From an optimization exercise on the open Yosys and OpenROAD flow, aimed at small area and a short achievable clock period; shortcuts taken in it are not production practice.
At most, simulation tests tie the RTL to the original design; equivalence was not proved.
Power figures rest on the tool's default switching activity, not on a simulated workload.

## the reference run
==> module ring_buffer_double_ended_queue, before the edit <==
module ring_buffer_double_ended_queue (
  input  logic         clk_i,
  input  logic         rst_ni,
  input  logic         start_i,
  input  logic [34:0]  cmd_i_flat,
  output logic         busy_o,
  output logic         done_o,
  output logic [102:0] result_o_flat
);
  localparam int unsigned RING = rbdeq_pkg::RING;
  localparam int unsigned W    = rbdeq_pkg::WORD_W;
  rbdeq_pkg::cmd_t cmd_i;
  rbdeq_pkg::res_t result_o;
  assign cmd_i         = rbdeq_pkg::cmd_t'(cmd_i_flat);
  assign result_o_flat = result_o;
  logic [rbdeq_pkg::CNT_W-1:0] count_q, count_d, count_up, count_down;
  logic                        empty_q, one_q, two_q, full_q;
  logic                        empty_d, one_d, two_d, full_d;
  logic [RING-1:0]             head_q, head_d, tail_q, tail_d;
  logic [RING-1:0]             head_prev, head_next, tail_prev, tail_next;
  logic signed [W-1:0]         front_q, front_d, back_q, back_d;
  logic signed [W-1:0]         popped_q, popped_d;
  logic [1:0]                  status_q, status_d;
  logic                        done_q;
  logic signed [W-1:0]         ring_data [RING];
  logic signed [W-1:0]         ring_rdata, ring_wdata;
  logic [RING-1:0]             ring_rsel, ring_we, wsel_f, wsel_b;
  logic accept, three, fifteen, ge2, ge3;
  logic req_pf, req_pb, req_qf, req_qb, req_push, req_pop;
  logic push_f, push_b, pop_f, pop_b, push_ring_f, push_ring_b;
  logic f_pv, f_back, f_ring, f_hold;
  logic b_pv, b_front, b_ring, b_hold;
  assign busy_o = 1'b0;
  assign accept = start_i;
  assign ge2     = !empty_q && !one_q;
  assign ge3     = ge2 && !two_q;
  assign three   = (count_q == 5'd3);
  assign fifteen = (count_q == 5'd15);
  assign req_pf   = accept && (cmd_i.func == rbdeq_pkg::FUNC_PUSH_FRONT);
  assign req_pb   = accept && (cmd_i.func == rbdeq_pkg::FUNC_PUSH_BACK);
  assign req_qf   = accept && (cmd_i.func == rbdeq_pkg::FUNC_POP_FRONT);
  assign req_qb   = accept && (cmd_i.func == rbdeq_pkg::FUNC_POP_BACK);
  assign req_push = accept && (cmd_i.func[2:1] == 2'b00);
  assign req_pop  = accept && (cmd_i.func[2:1] == 2'b01);
  assign push_f   = req_pf && !full_q;
  assign push_b   = req_pb && !full_q;
  assign pop_f    = req_qf && !empty_q;
  assign pop_b    = req_qb && !empty_q;
  assign head_prev = {head_q[0], head_q[RING-1:1]};
  assign head_next = {head_q[RING-2:0], head_q[RING-1]};
  assign tail_prev = {tail_q[0], tail_q[RING-1:1]};
  assign tail_next = {tail_q[RING-2:0], tail_q[RING-1]};
  for (genvar i = 0; i < RING; i++) begin : g_ring
    rbdeq_cell u_cell (
      .clk_i  (clk_i),
      .we_i   (ring_we[i]),
      .wdata_i(ring_wdata),
      .data_o (ring_data[i])
    );
  end
  assign ring_rsel = cmd_i.func[0] ? tail_prev : head_q;
  always_comb begin
    ring_rdata = '0;
    for (int i = 0; i < RING; i++) begin
      ring_rdata = ring_rdata | (ring_rsel[i] ? ring_data[i] : '0);
    end
  end
  assign push_ring_f = ge2 && !full_q && req_pf;
  assign push_ring_b = ge2 && !full_q && req_pb;
  assign ring_wdata  = cmd_i.func[0] ? back_q : front_q;
  assign wsel_f      = full_q ? '0 : head_prev;
  assign wsel_b      = full_q ? '0 : tail_q;
  assign ring_we     = ({RING{req_pf}} & wsel_f) | ({RING{req_pb}} & wsel_b);
  always_comb begin
    head_d = head_q;
    tail_d = tail_q;
    if (push_ring_f)         head_d = head_prev;
    if (req_qf && ge3)       head_d = head_next;
    if (push_ring_b)         tail_d = tail_next;
    if (req_qb && ge3)       tail_d = tail_prev;
  end
  assign f_pv    = push_f || (req_pb && empty_q);
  assign f_back  = req_qf && two_q;
  assign f_ring  = req_qf && ge3;
  assign f_hold  = !empty_q && !push_f && !req_qf && !(req_qb && one_q);
  assign b_pv    = push_b || (req_pf && empty_q);
  assign b_front = req_qb && two_q;
  assign b_ring  = req_qb && ge3;
  assign b_hold  = !empty_q && !push_b && !req_qb && !(req_qf && one_q);
  assign front_d = ({W{f_pv}} & cmd_i.push_value) | ({W{f_back}} & back_q) |
                   ({W{f_ring}} & ring_rdata) | ({W{f_hold}} & front_q);
  assign back_d  = ({W{b_pv}} & cmd_i.push_value) | ({W{b_front}} & front_q) |
                   ({W{b_ring}} & ring_rdata) | ({W{b_hold}} & back_q);
  for (genvar i = 0; i < rbdeq_pkg::CNT_W; i++) begin : g_step
    if (i == 0) begin : g_lsb
      assign count_up[i]   = !count_q[0];
      assign count_down[i] = !count_q[0];
    end else begin : g_bit
      assign count_up[i]   = count_q[i] ^ (&count_q[i-1:0]);
      assign count_down[i] = count_q[i] ^ !(|count_q[i-1:0]);
    end
  end
  always_comb begin
    count_d  = count_q;
    status_d = rbdeq_pkg::ST_DONE;
    popped_d = '0;
    if (push_f || push_b) count_d = count_up;
    if (pop_f || pop_b)   count_d = count_down;
    if (pop_f || pop_b) popped_d = ring_wdata;
    if (req_push && full_q)  status_d = rbdeq_pkg::ST_FULL;
    if (req_pop && empty_q)  status_d = rbdeq_pkg::ST_EMPTY;
  end
  assign empty_d = (empty_q && !req_push) || (one_q && req_pop);
  assign one_d   = (empty_q && req_push) || (one_q && !req_push && !req_pop) || (two_q && req_pop);
  assign two_d   = (one_q && req_push) || (two_q && !req_push && !req_pop) || (three && req_pop);
  assign full_d  = (full_q && !req_pop) || (fifteen && req_push);
  always_ff @(posedge clk_i or negedge rst_ni) begin
    if (!rst_ni) begin
      count_q <= '0;
      empty_q <= 1'b1;
      one_q   <= 1'b0;
      two_q   <= 1'b0;
      full_q  <= 1'b0;
      done_q  <= 1'b0;
      head_q  <= RING'(1);
      tail_q  <= RING'(1);
    end else begin
      count_q <= count_d;
      empty_q <= empty_d;
      one_q   <= one_d;
      two_q   <= two_d;
      full_q  <= full_d;
      done_q  <= accept;
      head_q  <= head_d;
      tail_q  <= tail_d;
    end
  end
  always_ff @(posedge clk_i) begin
    front_q  <= front_d;
    back_q   <= back_d;
    popped_q <= popped_d;
    status_q <= status_d;
  end
  assign done_o                = done_q;
  assign result_o.popped_value = popped_q;
  assign result_o.status       = status_q;
  assign result_o.count_after  = 5'(count_q);
  assign result_o.first_value  = front_q;
  assign result_o.last_value   = back_q;
endmodule
Settings: LEC_CHECK=0, CAP_MARGIN=0, CORE_MARGIN=2, CORE_UTILIZATION=50, CTS_BUF_LIST=sky130_fd_sc_hd__clkbuf_16, CTS_CLUSTER_DIAMETER=60, CTS_CLUSTER_SIZE=25, SETUP_SLACK_MARGIN=2.8, SLEW_MARGIN=0; clock period 5.0 ns.
standard.sh (not shown) runs the stock make flow with config.mk's settings and CLKGATE_MAP_FILE= SYNTH_SCRIPT=/design/flow/synth_recipe.tcl, a recipe that flattens the netlist after the stock synthesis.
==> flow/flow/run.sh <==
#!/bin/bash
# Layout flow: the standard ORFS flow (standard.sh), unchanged except that the
# port buffers are plain sky130 buf_2 cells instead of the delay-cell buffers that
# buffer_ports picks by default.
set -euo pipefail
export BUFFER_PORTS_ARGS="-buffer_cell sky130_fd_sc_hd__buf_2"
bash standard.sh > standard_flow.log 2>&1
[inputs] the trial run vs the reference run
--- a/flow/design.v
+++ b/flow/design.v
@@ -53,5 +53,5 @@
   assign cmd_i         = rbdeq_pkg::cmd_t'(cmd_i_flat);
   assign result_o_flat = result_o;
-  logic [rbdeq_pkg::CNT_W-1:0] count_q, count_d, count_up, count_down;
+  logic [rbdeq_pkg::CNT_W-1:0] count_q, count_d;
   logic                        empty_q, one_q, two_q, full_q;
   logic                        empty_d, one_d, two_d, full_d;
@@ -64,5 +64,5 @@
   logic signed [W-1:0]         ring_data [RING];
   logic signed [W-1:0]         ring_rdata, ring_wdata;
-  logic [RING-1:0]             ring_rsel, ring_we, wsel_f, wsel_b;
+  logic [RING-1:0]             ring_rsel, ring_we;
   logic accept, three, fifteen, ge2, ge3;
   logic req_pf, req_pb, req_qf, req_qb, req_push, req_pop;
@@ -108,7 +108,5 @@
   assign push_ring_b = ge2 && !full_q && req_pb;
   assign ring_wdata  = cmd_i.func[0] ? back_q : front_q;
-  assign wsel_f      = full_q ? '0 : head_prev;
-  assign wsel_b      = full_q ? '0 : tail_q;
-  assign ring_we     = ({RING{req_pf}} & wsel_f) | ({RING{req_pb}} & wsel_b);
+  assign ring_we     = ({RING{push_ring_f}} & head_prev) | ({RING{push_ring_b}} & tail_q);
   always_comb begin
     head_d = head_q;
@@ -131,20 +129,12 @@
   assign back_d  = ({W{b_pv}} & cmd_i.push_value) | ({W{b_front}} & front_q) |
                    ({W{b_ring}} & ring_rdata) | ({W{b_hold}} & back_q);
-  for (genvar i = 0; i < rbdeq_pkg::CNT_W; i++) begin : g_step
-    if (i == 0) begin : g_lsb
-      assign count_up[i]   = !count_q[0];
-      assign count_down[i] = !count_q[0];
-    end else begin : g_bit
-      assign count_up[i]   = count_q[i] ^ (&count_q[i-1:0]);
-      assign count_down[i] = count_q[i] ^ !(|count_q[i-1:0]);
-    end
-  end
   always_comb begin
     count_d  = count_q;
     status_d = rbdeq_pkg::ST_DONE;
     popped_d = '0;
-    if (push_f || push_b) count_d = count_up;
-    if (pop_f || pop_b)   count_d = count_down;
-    if (pop_f || pop_b) popped_d = ring_wdata;
+    if (push_f || push_b) count_d = count_q + 1'b1;
+    if (pop_f || pop_b)   count_d = count_q - 1'b1;
+    if (pop_f) popped_d = front_q;
+    if (pop_b) popped_d = back_q;
     if (req_push && full_q)  status_d = rbdeq_pkg::ST_FULL;
     if (req_pop && empty_q)  status_d = rbdeq_pkg::ST_EMPTY;
### Flow results
Delta (the trial run minus the reference run): shortest period the worst path allows decreased by 0.060 ns relative to the old numbers; total power went down 13%; complex-gate fraction of the synthesized area grew by 0.33 points.
Run comparison: the trial run class of the tightest hold or removal check register to register; the reference run class of the tightest hold or removal check primary input to register
From the reference run to the trial run the numbers moved as follows: critical path depth moved down, aggregate routed wire length moved up.
The RTL of the reference run was laid out without a check of its function.

what the ideal ports hide:
No port has a modelled driver above. Below, the same layouts with a new extraction and two added sets of constraints.
Step 1 sets driving cells, clkbuf_16 on the clock port and buf_2 on the other inputs (assumed; they add their load-dependent delay and slew).
Step 2 moves the port delays by t, midway between the first and last clock arrival at a register: inputs arrive t later, outputs are due t later. That takes back most of the time a late clock gives input paths.
a / b / c = ideal ports / drivers / drivers and shift; a / b = the first two.
| run | t (ns) | slack for setup (ns) | hold WS [ns] | worst setup path at the end | worst register clock-pin slew, ns |
|---|---|---|---|---|---|
| the reference run | 0.641 | 2.722 / 2.668 / 2.027 | 0.535 / 0.514 / 0.549 | input to register | 0.09 / 0.09 |
| the trial run | 0.647 | 2.782 / 2.673 / 2.027 | 0.493 / 0.493 / 0.493 | input to register | 0.10 / 0.10 |
After both steps setup and hold are still met in every run listed. The setup slack of the trial run, which loses most, moves by -0.109 ns with the drivers and by -0.755 ns with both steps.
